Background: an optimization exercise with open tools, aiming at small area, a short achievable clock period and few clock cycles per item. Do not read the settings as production practice.
Function was checked by simulation only, so behaviour that the tests miss may differ from the original.
Power and IR drop assume default switching activity.

$ cat flow/run.sh
#!/bin/bash
# The standard layout (the standard.sh: standard synthesis, then ORFS),
# with two changes, both about placement and sizing; constraints and the
# netlist's registers are unchanged:
#  - after placement, move_out.tcl moves each register that drives an output
#    port's buffer next to that buffer, and legalizes the placement, so that
#    the output registers sit by their pins;
#  - timing repair after CTS and global routing aims for setup slack of
#    REPAIR_MARGIN ns at the design's 10 ns clock, so that paths are sized
#    for a shorter achieved period.
set -euo pipefail
REPAIR_MARGIN=6.4
RESULTS=orfs/results/${FLOW_PLATFORM}/sorted_table_half_scan_search_unit/base
bash standard.sh SETUP_SLACK_MARGIN=${REPAIR_MARGIN} place > standard_place.log 2>&1
PLACE_ODB=${RESULTS}/3_5_place_dp.odb openroad -no_init -exit flow/move_out.tcl > move_out.log 2>&1
cp ${RESULTS}/3_5_place_dp.odb ${RESULTS}/3_place.odb
bash standard.sh SETUP_SLACK_MARGIN=${REPAIR_MARGIN} finish > standard_finish.log 2>&1
$ cat flow/move_out.tcl
# Move each register that drives an output port's buffer next to that buffer,
# then legalize. Reads and rewrites $::env(PLACE_ODB).
read_lef $::env(FLOW_HOME)/platforms/sky130hd/lef/sky130_fd_sc_hd.tlef
read_lef $::env(FLOW_HOME)/platforms/sky130hd/lef/sky130_fd_sc_hd_merged.lef
read_liberty $::env(FLOW_HOME)/platforms/sky130hd/lib/sky130_fd_sc_hd__tt_025C_1v80.lib
read_db $::env(PLACE_ODB)
set block [ord::get_db_block]
proc driver_of {net} {
  foreach it [$net getITerms] { if {[$it isOutputSignal]} { return $it } }
  return ""
}
set moved 0
foreach bt [$block getBTerms] {
  if {[$bt getIoType] != "OUTPUT"} { continue }
  set net [$bt getNet]
  if {$net eq "NULL" || $net eq ""} { continue }
  set d [driver_of $net]
  if {$d eq ""} { continue }
  set buf [$d getInst]
  set ff ""
  foreach it [$buf getITerms] {
    if {[$it isInputSignal]} {
      set n2 [$it getNet]
      if {$n2 ne "NULL" && $n2 ne ""} {
        set d2 [driver_of $n2]
        if {$d2 ne ""} { set ff [$d2 getInst] }
      }
    }
  }
  if {$ff eq "" || ![string match "*df*" [[$ff getMaster] getName]]} { continue }
  set bl [$buf getLocation]
  set fl [$ff getLocation]
  puts "move [$ff getName] ([[$ff getMaster] getName]) from $fl to $bl for [$bt getName]"
  $ff setLocation [lindex $bl 0] [lindex $bl 1]
  $ff setPlacementStatus PLACED
  incr moved
}
puts "moved $moved registers"
detailed_placement
check_placement -verbose
write_db $::env(PLACE_ODB)
$ cat standard.sh
#!/bin/bash
# synth_recipe.tcl (not shown) runs the flow's synth.tcl, then flattens the netlist and writes it again
# the make line also repeats each setting of config.mk as NAME=value (left out here)
make -C /OpenROAD-flow-scripts/flow DESIGN_CONFIG=/design/flow/config.mk WORK_HOME=/design/flow/orfs CLKGATE_MAP_FILE= SYNTH_SCRIPT=/design/flow/synth_recipe.tcl "${@:-finish}"
$ cat config.mk
export PLATFORM = sky130hd
export DESIGN_NAME = sorted_table_half_scan_search_unit
export DESIGN_NICKNAME = sorted_table_half_scan_search_unit
export VERILOG_FILES = /design/flow/design.v
export SDC_FILE = /design/flow/constraint.sdc
export NUM_CORES = 4
export LEC_CHECK = 0
export CAP_MARGIN = 30
export CORE_MARGIN = 2
export CORE_UTILIZATION = 62
export CTS_CLUSTER_DIAMETER = 80
export CTS_CLUSTER_SIZE = 25
export PLACE_DENSITY = 0.72
export SLEW_MARGIN = 40
export SYNTH_MEMORY_MAX_BITS = 16384
$ cat constraint.sdc
create_clock -name core_clock -period 10.0 [get_ports {clk}]
set_input_delay 2.0000 -clock core_clock [delete_from_list [all_inputs] [get_ports {clk}]]
set_output_delay 2.0000 -clock core_clock [all_outputs]
set_load 0.01 [all_outputs]
$ cat design.v
package stss_pkg;
    localparam int DEF_TABLE_DEPTH = 256;
    localparam int       SIZE_W     = 9;
    localparam int       INDEX_W    = 8;
    localparam int       VALUE_W    = 32;
    localparam int       POS_W      = 8;
    localparam bit [8:0] SIZE_RESET = 9'd256;
    localparam bit OP_WRITE  = 1'b0;
    localparam bit OP_SEARCH = 1'b1;
    localparam int STAGES = INDEX_W;
    function automatic logic [1:0] cmp_le_eq(input logic [VALUE_W-1:0] a,
                                             input logic [VALUE_W-1:0] b);
        logic [VALUE_W-1:0] gt;
        logic [VALUE_W-1:0] eq;
        gt = a & ~b;
        eq = ~(a ^ b);
        gt[VALUE_W-1] = !a[VALUE_W-1] && b[VALUE_W-1];
        for (int w = 1; w < VALUE_W; w = w * 2)
        begin
            for (int i = 0; i + w < VALUE_W; i = i + 2 * w)
            begin
                gt[i] = gt[i + w] || (eq[i + w] && gt[i]);
                eq[i] = eq[i + w] && eq[i];
            end
        end
        cmp_le_eq = {!gt[0], eq[0]};
    endfunction
endpackage
module stss_ram #(
    parameter int WIDTH = 32
) (
    input  logic                       clk,
    input  logic                       we,
    input  logic [15:0]                waddr_hi,  
    input  logic [15:0]                waddr_lo,  
    input  logic [WIDTH-1:0]           wdata,
    input  logic [6:0][7:0]            sel,      
    output logic [6:0][1:0][WIDTH-1:0] cand,     
    output logic [WIDTH-1:0]           rdata0,   
    output logic [WIDTH-1:0]           rdata128  
);
    logic [255:0][WIDTH-1:0] mem_q;
    for (genvar i = 0; i < 256; i++)
    begin : g_ent
        always_ff @(posedge clk)
        begin
            if (we && waddr_hi[i / 16] && waddr_lo[i % 16])
            begin
                mem_q[i] <= wdata;
            end
        end
    end
    assign rdata0   = mem_q[0];
    assign rdata128 = mem_q[128];
    for (genvar k = 0; k < 7; k++)
    begin : g_stage
        localparam int B = 7 - k;
        localparam int N = 1 << k;
        for (genvar t = 0; t < 2; t++)
        begin : g_port
            localparam int OFF = (t << B) | (1 << (B - 1));
            if (k == 0)
            begin : g_fix
                assign cand[k][t] = mem_q[OFF];
            end
            else
            begin : g_mux
                always_comb
                begin
                    cand[k][t] = '0;
                    for (int j = 0; j < N; j++)
                    begin
                        if (sel[k][7:B+1] == j[k-1:0])
                        begin
                            cand[k][t] = cand[k][t] | mem_q[(j << (B + 1)) | OFF];
                        end
                    end
                end
            end
        end
    end
endmodule
module stss_ctrl (
    input  logic       clk,
    input  logic       rst_n,
    input  logic       start,
    input  logic       op,
    input  logic       r0_vld,
    input  logic       r0_op,
    input  logic [5:1] stage_vld,
    output logic       busy,
    output logic       load_r0,
    output logic       accept,
    output logic       commit
);
    logic busy_q;
    logic busy_next;
    logic commit_q;
    logic commit_next;
    logic reads_ahead_next;
    assign reads_ahead_next = (r0_vld && (r0_op == stss_pkg::OP_SEARCH)) || (|stage_vld[4:1]);
    assign load_r0 = !busy_q;
    assign accept  = start && !busy_q;
    assign commit  = commit_q;
    always_comb
    begin
        if (busy_q)
        begin
            busy_next   = |stage_vld[4:1];
            commit_next = !(|stage_vld[4:1]);
        end
        else
        begin
            busy_next   = start && (op == stss_pkg::OP_WRITE) && reads_ahead_next;
            commit_next = start && (op == stss_pkg::OP_WRITE) && !reads_ahead_next;
        end
    end
    always_ff @(posedge clk or negedge rst_n)
    begin
        if (!rst_n)
        begin
            commit_q <= 1'b0;
        end
        else
        begin
            commit_q <= commit_next;
        end
    end
    always_ff @(posedge clk)
    begin
        busy_q <= busy_next;
    end
    assign busy = busy_q;
endmodule
module stss_datapath (
    input  logic                                 clk,
    input  logic                                 rst_n,
    input  logic                                 load_r0,
    input  logic                                 accept,
    input  logic                                 commit,
    input  logic                                 op,
    input  logic [stss_pkg::INDEX_W-1:0]         entry_index,
    input  logic signed [stss_pkg::VALUE_W-1:0]  entry_value,
    input  logic signed [stss_pkg::VALUE_W-1:0]  search_key,
    input  logic                                 cfg_valid,
    input  logic [stss_pkg::SIZE_W-1:0]          cfg_data,
    output logic                                 r0_vld,
    output logic                                 r0_op,
    output logic [5:1]                           stage_vld,
    output logic                                 result_valid,
    output logic                                 found,
    output logic [stss_pkg::POS_W-1:0]           position
);
    localparam int W = stss_pkg::VALUE_W;
    localparam int DIRECT = 2;
    logic [15:0]  r0_idx_hi;
    logic [15:0]  r0_idx_lo;
    logic [W-1:0] r0_data;
    logic        cfg_vld_q;
    logic [8:0]  cfg_data_q;
    logic [7:0]  size_m_q;
    logic [7:0]  cfg_m;
    logic [7:0]  m_eff;
    logic [7:1]             vld_q;
    logic [7:1][W-1:0]      key_q;
    logic [7:1][7:0]        pos_q;
    logic [7:1][7:0]        m_q;
    logic [7:1]             tight_q;
    logic [7:1]             found_q;
    logic [7:1][1:0][W-1:0] cand_q;
    logic [7:0]        s_vld;
    logic [7:0][W-1:0] s_key;
    logic [7:0][W-1:0] s_probe;
    logic [7:0][7:0]   s_pos;
    logic [7:0][7:0]   s_m;
    logic [7:0]        s_tight;
    logic [7:0]        s_found;
    logic [7:0][7:0]   o_pos;
    logic [7:0]        o_tight;
    logic [7:0]        o_found;
    logic [6:0][1:0][W-1:0] cand;
    logic [6:0][7:0]        cand_sel;
    logic [W-1:0]           rdata0;
    logic [W-1:0]           rdata128;
    logic [1:0]             cmp0;
    logic              res_vld_q;
    logic              res_found_q;
    logic [7:0]        res_pos_q;
    logic              out_vld_q;
    logic              out_found_q;
    logic [7:0]        out_pos_q;
    always_ff @(posedge clk or negedge rst_n)
    begin
        if (!rst_n)
        begin
            r0_vld    <= 1'b0;
            cfg_vld_q <= 1'b0;
            size_m_q  <= 8'd255;
        end
        else
        begin
            if (load_r0)
            begin
                r0_vld <= accept;
            end
            cfg_vld_q <= cfg_valid;
            size_m_q  <= m_eff;
        end
    end
    always_ff @(posedge clk)
    begin
        if (load_r0)
        begin
            r0_op     <= op;
            r0_idx_hi <= 16'(1) << entry_index[7:4];
            r0_idx_lo <= 16'(1) << entry_index[3:0];
            r0_data    <= (op == stss_pkg::OP_SEARCH) ? search_key : entry_value;
        end
        cfg_data_q <= cfg_data;
    end
    always_comb
    begin
        if (cfg_data_q[8] || (cfg_data_q == 9'd0))
        begin
            cfg_m = cfg_data_q[8] ? 8'd255 : 8'd0;
        end
        else
        begin
            cfg_m = cfg_data_q[7:0] - 8'd1;
        end
    end
    assign m_eff = cfg_vld_q ? cfg_m : size_m_q;
    stss_ram #(
        .WIDTH (W)
    ) u_ram (
        .clk      (clk),
        .we       (commit),
        .waddr_hi (r0_idx_hi),
        .waddr_lo (r0_idx_lo),
        .wdata    (r0_data),
        .sel      (cand_sel),
        .cand     (cand),
        .rdata0   (rdata0),
        .rdata128 (rdata128)
    );
    assign cmp0 = stss_pkg::cmp_le_eq(rdata0, r0_data);
    assign s_vld[0]   = r0_vld && (r0_op == stss_pkg::OP_SEARCH);
    assign s_key[0]   = r0_data;
    assign s_probe[0] = rdata128;
    assign s_pos[0]   = 8'd0;
    assign s_m[0]     = m_eff;
    assign s_tight[0] = 1'b1;
    assign s_found[0] = cmp0[0];
    for (genvar k = 1; k < 8; k++)
    begin : g_in
        assign s_vld[k]   = vld_q[k];
        assign s_key[k]   = key_q[k];
        if (k <= DIRECT)
        begin : g_direct
            assign s_probe[k] = pos_q[k][8-k] ? cand[k-1][1] : cand[k-1][0];
        end
        else
        begin : g_reg
            assign s_probe[k] = pos_q[k][8-k] ? cand_q[k][1] : cand_q[k][0];
        end
        assign s_pos[k]   = pos_q[k];
        assign s_m[k]     = m_q[k];
        assign s_tight[k] = tight_q[k];
        assign s_found[k] = found_q[k];
    end
    for (genvar k = 0; k < 7; k++)
    begin : g_sel
        assign cand_sel[k] = (k < DIRECT) ? s_pos[k + 1] : s_pos[k];
    end
    for (genvar k = 0; k < 8; k++)
    begin : g_stage
        localparam int B = 7 - k;
        logic [1:0] c;
        logic       take;
        assign c          = stss_pkg::cmp_le_eq(s_probe[k], s_key[k]);
        assign take       = (!s_tight[k] || s_m[k][B]) && c[1];
        assign o_pos[k]   = s_pos[k] | (8'(take) << B);
        assign o_tight[k] = s_tight[k] && !(s_m[k][B] && !take);
        assign o_found[k] = s_found[k] || (take && c[0]);
    end
    always_ff @(posedge clk or negedge rst_n)
    begin
        if (!rst_n)
        begin
            vld_q     <= '0;
            res_vld_q <= 1'b0;
            out_vld_q <= 1'b0;
        end
        else
        begin
            vld_q     <= s_vld[6:0];
            res_vld_q <= s_vld[7];
            out_vld_q <= res_vld_q;
        end
    end
    always_ff @(posedge clk)
    begin
        key_q       <= s_key[6:0];
        pos_q       <= o_pos[6:0];
        m_q         <= s_m[6:0];
        tight_q     <= o_tight[6:0];
        found_q     <= o_found[6:0];
        cand_q      <= cand;
        res_found_q <= o_found[7];
        res_pos_q   <= o_pos[7];
        out_found_q <= res_found_q;
        out_pos_q   <= res_found_q ? res_pos_q : 8'd0;
    end
    assign stage_vld    = vld_q[5:1];
    assign result_valid = out_vld_q;
    assign found        = out_found_q;
    assign position     = out_pos_q;
endmodule
module sorted_table_half_scan_search_unit #(
    parameter int TABLE_DEPTH = stss_pkg::DEF_TABLE_DEPTH
) (
    input  logic                                 clk,
    input  logic                                 rst_n,
    input  logic                                 start,
    output logic                                 busy,
    input  logic                                 op,
    input  logic [stss_pkg::INDEX_W-1:0]         entry_index,
    input  logic signed [stss_pkg::VALUE_W-1:0]  entry_value,
    input  logic signed [stss_pkg::VALUE_W-1:0]  search_key,
    output logic                                 result_valid,
    output logic                                 found,
    output logic [stss_pkg::POS_W-1:0]           position,
    input  logic                                 cfg_valid,
    output logic                                 cfg_ready,
    input  logic [stss_pkg::SIZE_W-1:0]          cfg_data
);
    logic       load_r0;
    logic       accept;
    logic       commit;
    logic       r0_vld;
    logic       r0_op;
    logic [5:1] stage_vld;
    assign cfg_ready = 1'b1;
    stss_ctrl u_ctrl (
        .clk       (clk),
        .rst_n     (rst_n),
        .start     (start),
        .op        (op),
        .r0_vld    (r0_vld),
        .r0_op     (r0_op),
        .stage_vld (stage_vld),
        .busy      (busy),
        .load_r0   (load_r0),
        .accept    (accept),
        .commit    (commit)
    );
    stss_datapath u_dp (
        .clk          (clk),
        .rst_n        (rst_n),
        .load_r0      (load_r0),
        .accept       (accept),
        .commit       (commit),
        .op           (op),
        .entry_index  (entry_index),
        .entry_value  (entry_value),
        .search_key   (search_key),
        .cfg_valid    (cfg_valid),
        .cfg_data     (cfg_data),
        .r0_vld       (r0_vld),
        .r0_op        (r0_op),
        .stage_vld    (stage_vld),
        .result_valid (result_valid),
        .found        (found),
        .position     (position)
    );
endmodule
==> results of run 1 <==
==> registers in the layout (all words and copies together) (netlist names), 7 cells and up <==
signal	flops
u_dp.r0_idx_hi	16
u_dp.pos_q	28
u_dp.key_q	224
u_dp.u_ram.mem_q	8192
u_dp.found_q	7
u_dp.m_q	28
u_dp.tight_q	7
u_dp.out_pos_q	8
u_dp.cfg_data_q	9
u_dp.vld_q	7
u_dp.cand_q	320
u_dp.r0_data	32
u_dp.size_m_q	8
u_dp.r0_idx_lo	16
u_dp.res_pos_q	8
==> cells by family (layout without fill, tap and decap cells) <==
family,count (synthesis),after routing,synth area share (%)
fa+ha+maj,258,258,1.02
buf+inv,1191,1716,1.51
flops,8919,8919,82.2
other cells,1,87,0.00118
xor+xnor,38,38,0.105
simple gates,2516,2521,4.07
compound gates,4045,4045,9.66
mux,321,321,1.47
==> layout make-up <==
| cell class | instances | area, um2 | share of cell area [%] |
|---|---|---|---|
| Antenna cell | 86 | 215 | 0.0625 |
| Clock buffer | 673 | 11300 | 3.29 |
| Clock inverter | 71 | 1050 | 0.305 |
| Inverter | 267 | 1000 | 0.291 |
| Multi-Input combinational cell | 7184 | 53200 | 15.4 |
| Sequential cell | 8919 | 261000 | 75.9 |
| Tap cell | 6757 | 8450 | 2.45 |
| Timing Repair Buffer | 705 | 7840 | 2.28 |
==> worst max-delay path, stage by stage, from the launching register on <==
cell	delay (ns)
dfxtp_2	0.35
buf_8	0.46
or4_1	0.46
nor2_4	0.23
buf_12	0.26
a22oi_1	0.49
nand2_1	0.16
nor4_2	0.79
nand3_1	0.13
==> power breakdown <==
| part | switching, mW | total [mW] | internal, mW |
|---|---|---|---|
| sequential | 2.23 | 49.2 | 46.9 |
| clock | 11.4 | 19.6 | 8.15 |
| combinational | 15.1 | 20.1 | 5.04 |
==> path summary, 6_finish.rpt <==
kind                       slack [ns]            from  depth (start not counted)          endpoint
max reg2reg                      6.09  u_dp.pos_q[42]                          8  u_dp.cand_q[392]
min                              0.32    u_dp.m_q[18]                          0      u_dp.m_q[26]
max in group asynchronous        8.60           rst_n                          1   u_ctrl.commit_q
min reg2reg                      0.32    u_dp.m_q[18]                          0      u_dp.m_q[26]
max                              6.09  u_dp.pos_q[42]                          8  u_dp.cand_q[392]
min in group asynchronous        0.94           rst_n                          1    u_dp.cfg_vld_q
==> per-stage QoR <==
| stage | hold slack (ns) | utilization [%] | std cells |
|---|---|---|---|
| 2_1_floorplan | 0.310 | - | 17300 |
| 3_3_place_gp | 0.313 | 64.2 | 23700 |
| 3_5_place_dp | 0.313 | 64.7 | 23800 |
| 4_1_cts | 0.332 | 67.1 | 24600 |
| 5_1_grt | 0.336 | 67.2 | 24600 |
| 6_report | 0.322 | 67.3 | 24700 |
==> timing repair <==
action | in CTS | in global routing
resized for setup | 84 | 32
endpoints found under the setup margin | 480 | 268
pin swaps | 2 | 1
gates cloned | 1 | 6
hold buffers | 0 | 0
setup buffers | 2 | 3
==> layout by cell type (no fill, tap or decap), drive strengths merged, types with 7 or more instances in the layout <==
| master | n |
|---|---|
| a221oi | 270 |
| mux4 | 96 |
| xnor2 | 34 |
| nor3 | 191 |
| o21ai | 30 |
| clkbuf | 679 |
| diode | 86 |
| and3 | 321 |
| a21oi | 120 |
| a22oi | 3280 |
| dfstp | 8 |
| ha | 258 |
| or4 | 7 |
| nor4 | 135 |
| edfxtp | 8257 |
| a211oi | 17 |
| a21o | 12 |
| clkinv | 36 |
| inv | 291 |
| and2 | 58 |
| nand3 | 66 |
| mux2 | 219 |
| nand4 | 628 |
| bufinv | 9 |
| o211ai | 7 |
| buf | 614 |
| clkdlybuf4s50 | 84 |
| a2111oi | 22 |
| nor2 | 208 |
| nand2b | 19 |
| dfxtp | 642 |
| dfrtp | 12 |
| nand2 | 852 |
| a22o | 260 |
==> per-layer routing <==
| layer | GRT usage [%] | up-vias | wire, um |
|---|---|---|---|
| li1 | - | 71300 | - |
| met4 | 21.9 | 70 | 77600 |
| met2 | 57.5 | 22000 | 454000 |
| met3 | 17.5 | 4525 | 215000 |
| met1 | 55.3 | 95100 | 349000 |
| met5 | 0.333 | - | 733 |
==> run summary, run 1 <==
outcome complete, no violations; Yosys warning total 3; final hold vios 0; Synth Flop Type edfxtp_1; asr flop ratio synth less than 1%; Final HPWL DP between 500 and 600 mm; core area 0.512 mm2; Clock transition at path regs 0.10 ns; total CTS buffers roughly 400; worst skew pair latency between 1 and 1.5 ns; crit path kind reg -> reg; VDD IR-drop max between 0.2 and 0.3 mV; Longest Clk Path Bufs 4; die width a little over 700 um; DR WL/cell 44.5 um; Lkg Pwr about 110 nW; Cell Area, Synth about 0.32 mm2; Die Footprint 0.519 mm2; CP Launch Type register; fin. max-slew vios 0; antenna-violating nets left 0; CTS sink cnt slightly below 9000; share of cells above drive strength 1 a little over a tenth; Root Driver clkbuf_16; synthesis-to-finish area growth 8.31%; Least-Margin Pin Slew roughly 1.3 ns; Power, Total approximately 89 mW; CP Max Fanout 55; port buffer count between 90 and 100; register area share after synthesis 82.2%; largest net degree at the start of global routing 180; Max-cap violations 0; pre-CTS WS 5.84 ns; Rows roughly 260; Final setup viols 0; most common cell in the netlist edfxtp_1; Initial Utilization between 60% and 70%; Final min period roughly 4 ns; routability cong. ~0.92; Synth top area share 78.0%; initial antenna violation count approximately 100; PD cells 258 mW/mm2; Hold WC Path Type reg -> reg; H-tree depth 5; Final nets between 15000 and 20000; Initial DRT Pass Iterations 10; vias in the first global route ~170k; cells after synthesis about 17000; Synth area leader edfxtp_1; Post-synth EDFFs 8257; top cells by count, synth edfxtp_1, a22oi_1, nand2_1, clkbuf_1, dfxtp_1; Mean Syn Cell Area about 18 um2; area post-placement around 0.33 mm2; Mapped Nets 17600; Arr. time, crit path ~4.9 ns; worst relative slew slack approximately 16%; top area cells in the synthesized netlist edfxtp_1, a22oi_1, dfxtp_1; first-pass GRT wire length 1450 mm; number of DRC markers in iteration 0 46600; setup_tns 0 ns; fillcell total around 32000; die height ~720 um; Cell variety after synth 62; required time worst endpoint ~11 ns; gr usage total 41.2%; Yosys reg bits 8919; clock skew between 0.09 and 0.1 ns; post-route cell area 0.344 mm2; Critical Path Sink Type register; ratio of final minimum period to clock period 39.1%; CTS tree yes; Max Freq roughly 260 MHz; GRT overflow 0; RSZ-0062 raised after global routing yes; # DRC 0; Post-Route WL approximately 1100 mm; vias per cell just under 8; Ports between 90 and 100; via count ~190k; fin worst setup slack approximately 6.1 ns
Testbench counts, summed over its fixed seeds: cycles 4,176, searches 2,048.
==> run 2: changes to the inputs <==
--- a/design.v
+++ b/design.v
@@ -120,15 +120,13 @@
         if (!rst_n)
         begin
+            busy_q   <= 1'b0;
             commit_q <= 1'b0;
         end
         else
         begin
+            busy_q   <= busy_next;
             commit_q <= commit_next;
         end
     end
-    always_ff @(posedge clk)
-    begin
-        busy_q <= busy_next;
-    end
     assign busy = busy_q;
 endmodule
@@ -153,5 +151,4 @@
 );
     localparam int W = stss_pkg::VALUE_W;
-    localparam int DIRECT = 2;
     logic [15:0]  r0_idx_hi;
     logic [15:0]  r0_idx_lo;
@@ -180,5 +177,4 @@
     logic [7:0]        o_found;
     logic [6:0][1:0][W-1:0] cand;
-    logic [6:0][7:0]        cand_sel;
     logic [W-1:0]           rdata0;
     logic [W-1:0]           rdata128;
@@ -187,7 +183,4 @@
     logic              res_found_q;
     logic [7:0]        res_pos_q;
-    logic              out_vld_q;
-    logic              out_found_q;
-    logic [7:0]        out_pos_q;
     always_ff @(posedge clk or negedge rst_n)
     begin
@@ -239,5 +232,5 @@
         .waddr_lo (r0_idx_lo),
         .wdata    (r0_data),
-        .sel      (cand_sel),
+        .sel      (s_pos[6:0]),
         .cand     (cand),
         .rdata0   (rdata0),
@@ -256,12 +249,5 @@
         assign s_vld[k]   = vld_q[k];
         assign s_key[k]   = key_q[k];
-        if (k <= DIRECT)
-        begin : g_direct
-            assign s_probe[k] = pos_q[k][8-k] ? cand[k-1][1] : cand[k-1][0];
-        end
-        else
-        begin : g_reg
-            assign s_probe[k] = pos_q[k][8-k] ? cand_q[k][1] : cand_q[k][0];
-        end
+        assign s_probe[k] = pos_q[k][8-k] ? cand_q[k][1] : cand_q[k][0];
         assign s_pos[k]   = pos_q[k];
         assign s_m[k]     = m_q[k];
@@ -269,8 +255,4 @@
         assign s_found[k] = found_q[k];
     end
-    for (genvar k = 0; k < 7; k++)
-    begin : g_sel
-        assign cand_sel[k] = (k < DIRECT) ? s_pos[k + 1] : s_pos[k];
-    end
     for (genvar k = 0; k < 8; k++)
     begin : g_stage
@@ -290,5 +272,4 @@
             vld_q     <= '0;
             res_vld_q <= 1'b0;
-            out_vld_q <= 1'b0;
         end
         else
@@ -296,5 +277,4 @@
             vld_q     <= s_vld[6:0];
             res_vld_q <= s_vld[7];
-            out_vld_q <= res_vld_q;
         end
     end
@@ -308,12 +288,10 @@
         cand_q      <= cand;
         res_found_q <= o_found[7];
-        res_pos_q   <= o_pos[7];
-        out_found_q <= res_found_q;
-        out_pos_q   <= res_found_q ? res_pos_q : 8'd0;
+        res_pos_q   <= o_found[7] ? o_pos[7] : 8'd0;
     end
     assign stage_vld    = vld_q[5:1];
-    assign result_valid = out_vld_q;
-    assign found        = out_found_q;
-    assign position     = out_pos_q;
+    assign result_valid = res_vld_q;
+    assign found        = res_found_q;
+    assign position     = res_pos_q;
 endmodule
 module sorted_table_half_scan_search_unit #(
==> flow/run.sh (replaced) <==
#!/bin/bash
# The standard layout (the standard.sh: standard synthesis, then ORFS to
# finish) with one change: timing repair after CTS and global routing aims
# for setup slack of REPAIR_MARGIN ns at the design's 10 ns clock, so that
# paths are sized for a shorter achieved period. Constraints are unchanged.
set -euo pipefail
REPAIR_MARGIN=6.4
bash standard.sh SETUP_SLACK_MARGIN=${REPAIR_MARGIN} finish > standard_flow.log 2>&1
removed: flow/move_out.tcl
==> run 2 against run 1 <==
Effect of this change:
- via count shrank 0.24%
- non-clock buffer count grew 49
- global-route usage grew 0.27 points
- clock power is essentially flat
- worst setup slack gained 0.10 ns
- area after synthesis grew 0.85%
- clock skew grew 0.019 ns
- still clean
==> run summary, run 2 <==
most common cell in the netlist edfxtp_1; Hold WC Path Type reg -> reg; GRT overflow 0 (unchanged); worst skew pair latency 1.15 ns (about the same); Arr. time, crit path 1.81 ns (-3.07 ns); Final HPWL DP 583 mm (+5.4%); share of cells above drive strength 1 11.0% (+0.57 points); total CTS buffers 411 (+1.2%); cell count of the worst hold path 0 (unchanged); Post-Route WL 1100 mm (+0.75%); Initial Utilization 62.2% (about the same); Final setup viols 0 (unchanged); commonest non-fill, non-tap cell in the layout edfxtp_1; Root Driver clkbuf_16; CP Max Fanout 1 (-98%); fin. max-slew vios 0 (unchanged); die height 723 um (+0.42%); Synth Flop Type edfxtp_1; initial antenna violation count 76 (-27%); register area share after synthesis 82.2% (about the same); Synth area leader edfxtp_1; Post-synth EDFFs 8257 (unchanged); vias in the first global route 177000 (+1.4%); PD cells 257 mW/mm2 (-0.40%); CP Launch Type register; required time worst endpoint 8.00 ns (-2.97 ns); core area 0.516 mm2 (+0.77%); worst relative slew slack 30.4% (+14 points); cells after synthesis 17500 (+0.98%); CTS tree yes; setup_tns 0 ns (unchanged); placed cell count 24200 (+1.5%); H-tree depth 5 (unchanged); hold_buf cts 0 (unchanged); Initial DRT Pass Iterations 12 (+2); final hold vios 0 (unchanged); Least-Margin Pin Slew 1.04 ns (-0.213 ns); # DRC 0 (unchanged); vias per cell 7.69 (-1.8%); Cell variety after synth 64 (+3.2%); most frequent cells in the layout edfxtp_1, a22oi_1, nand2_1, dfxtp_1, nand4_1; register with the most flip-flops u_dp.u_ram.mem_q; CP Depth 1 (-7); largest net degree at the start of global routing 194 (+7.8%); Critical Path Max Stage Delay 0.52 ns (-0.27 ns); via count 193000 (-0.24%); Finished Layout Cells 25000 (+1.6%); top cells by count, synth edfxtp_1, a22oi_1, nand2_1, dfxtp_1, clkbuf_1; Die Footprint 0.523 mm2 (+0.85%); synthesis-to-finish area growth 8.45%; Ports 98 (unchanged); crit path kind reg -> out; Synth top area share 77.3% (-0.66 points); R2R depth 8 (unchanged); routability cong. 0.921 (+0.51%); Rows 264 (+0.38%); die width 723 um (+0.42%); CTS sink cnt 9037 (+1.3%); antenna-violating nets left 0 (unchanged); asr flop ratio synth 0.221% (-0.0029 points); Yosys reg bits 9037 (+1.3%); critical path, cell by cell buf_6; Final min period 3.81 ns (-0.105 ns); Clock transition at path regs 0.10 ns (about the same); flip-flop count of the largest register after layout 8192 (unchanged); Final nets 18000 (+1.2%); ratio of final minimum period to clock period 38.1% (-1.0 points); Top Family by Delay on Critical Path flip-flops; RSZ-0062 raised after global routing yes; outcome complete, no violations; worst-path cell with the longest stage delay dfxtp_4; clock skew 0.112 ns (+0.0186 ns); Cell Area, Synth 0.321 mm2 (+0.85%); top area cells in the synthesized netlist edfxtp_1, a22oi_1, dfxtp_1; Mapped Nets 17800 (+0.96%); CP Buf/Inv Count 1 (-1); largest registers u_dp.u_ram.mem_q x8192, u_dp.cand_q x448, u_dp.key_q x224; Lkg Pwr 112 nW (+1.1%); DR WL/cell 44.1 um (-0.79%); Max-cap violations 0 (unchanged); gr usage total 41.4% (+0.27 points); fillcell total 33000 (+1.7%); number of DRC markers in iteration 0 44900 (-3.7%); Longest Clk Path Bufs 4 (unchanged); port buffer count 96 (unchanged); Mean Syn Cell Area 18.4 um2 (-0.13%); first-pass GRT wire length 1470 mm (+1.2%); Yosys warning total 3 (unchanged); Max Freq 263 MHz (+2.8%); VDD IR-drop max 0.251 mV (-15%); Critical Path Sink Type output pin
[run 2: cell types whose count changed after synthesis, moves of 12 or more]
cell     previous run  this run
nand3_1            66        78
nand2_1           852       806
a22oi_1          3280      3256
dfxtp_1           642       760
and3_1            321       343
mux4_2             96        64
mux2_2            219       314
[run 2: worst paths after layout]
check,startpoint,endpoint,slack [ns]
min in group asynchronous,rst_n,u_dp.vld_q[5],0.84
setup reg to reg,u_dp.pos_q[47],u_dp.cand_q[430],6.26
hold reg to reg,u_dp.m_q[2],u_dp.m_q[10],0.32
max in group asynchronous,rst_n,u_ctrl.commit_q,8.82
hold / removal,u_dp.m_q[2],u_dp.m_q[10],0.32
setup / recovery,u_dp.res_pos_q[5],position[5],6.19
[run 2: final cells by class]
class                   count  area (um2)  area share, %
clock buffers             697       11500           3.32
repair buffers            754        8170           2.35
diodes                     79         198         0.0568
clock inverters            65         852          0.245
inverters                 269        1010          0.291
multi-input cells        7229       53700           15.4
well taps                6916        8650           2.49
flip-flops and latches   9037      264000           75.8
[run 2: routing by layer]
layer  up-vias  share of wire (%)  GRT usage (%)
met4        54                7.8           24.8
met2     20700                 43           59.9
met1     95400                 31           53.9
met3      4498                 18           15.6
li1      71900                  -              -
met5         -              0.059          0.231
[run 2: cell families after synthesis]
| family | share of synthesized area [%] |
|---|---|
| flip-flops | 82.2 |
| AO/OA/AOI/OAI | 9.57 |
| AND/OR/NAND/NOR | 4.04 |
| buffers and inverters | 1.48 |
| multiplexers | 1.57 |
| adder cells (fa/ha/maj) | 1.01 |
| XOR/XNOR | 0.104 |
| other | 0.00117 |
[run 2: timing repair]
item	in CTS	in global routing
endpoints found under the hold margin	0	0
pin swaps	5	2
cloned	0	1
gates resized for setup	105	19
setup endpoints to repair	245	245
setup buffers	8	2
[run 2: power breakdown]
group | internal (mW) | total, mW | switching [mW] | leakage [nW]
Clock | 8.18 | 19.8 | 11.6 | 5.91
Combinational | 5.07 | 19.8 | 14.7 | 24.9
Sequential | 47.4 | 49.8 | 2.39 | 81.1
[run 2: through the flow]
stage                     util, %  hold WS [ns]  total power, mW  worst slack (ns)  area (um2)
after CTS                    67.2         0.334             87.7              6.18      347000
after detailed placement     64.8         0.312             68.9              5.70      334000
after global placement       64.3         0.312             68.2              5.62      332000
after floorplan                 -         0.310             59.4              4.85      321000
final                        67.4         0.323             89.4              6.19      348000
after global routing         67.4         0.330             90.7              6.21      348000
Testbench counts of run 2, summed over its fixed seeds: cycles 4,168, searches 2,048.

[port drivers added, routing unchanged]
No port has a modelled driver above. Below, the same layouts with a new extraction and two added sets of constraints. Step 1: set_driving_cell puts a clkbuf_16 on clk and a buf_2 on each other input, an assumption about the parent block. Step 2 also shifts input and output timing later by t, the mid clock arrival at the registers, as if the neighbouring blocks saw the same clock. a / b / c = ideal ports / drivers / drivers and shift; a / b = the first two.
run	t (ns)	setup WS [ns]	worst hold slack (ns)	worst slew at a driven data input, ns	pins driven straight from the clock port
run 1	1.213	6.089 / 6.089 / 6.089	0.322 / 0.322 / 0.322	0.29	1
run 2	1.228	6.193 / 6.061 / 6.187	0.323 / 0.323 / 0.323	0.18	1
After both steps every run listed still meets setup and hold. The setup slack of run 2, which loses most, moves by -0.132 ns with the drivers and by -0.006 ns with both steps.
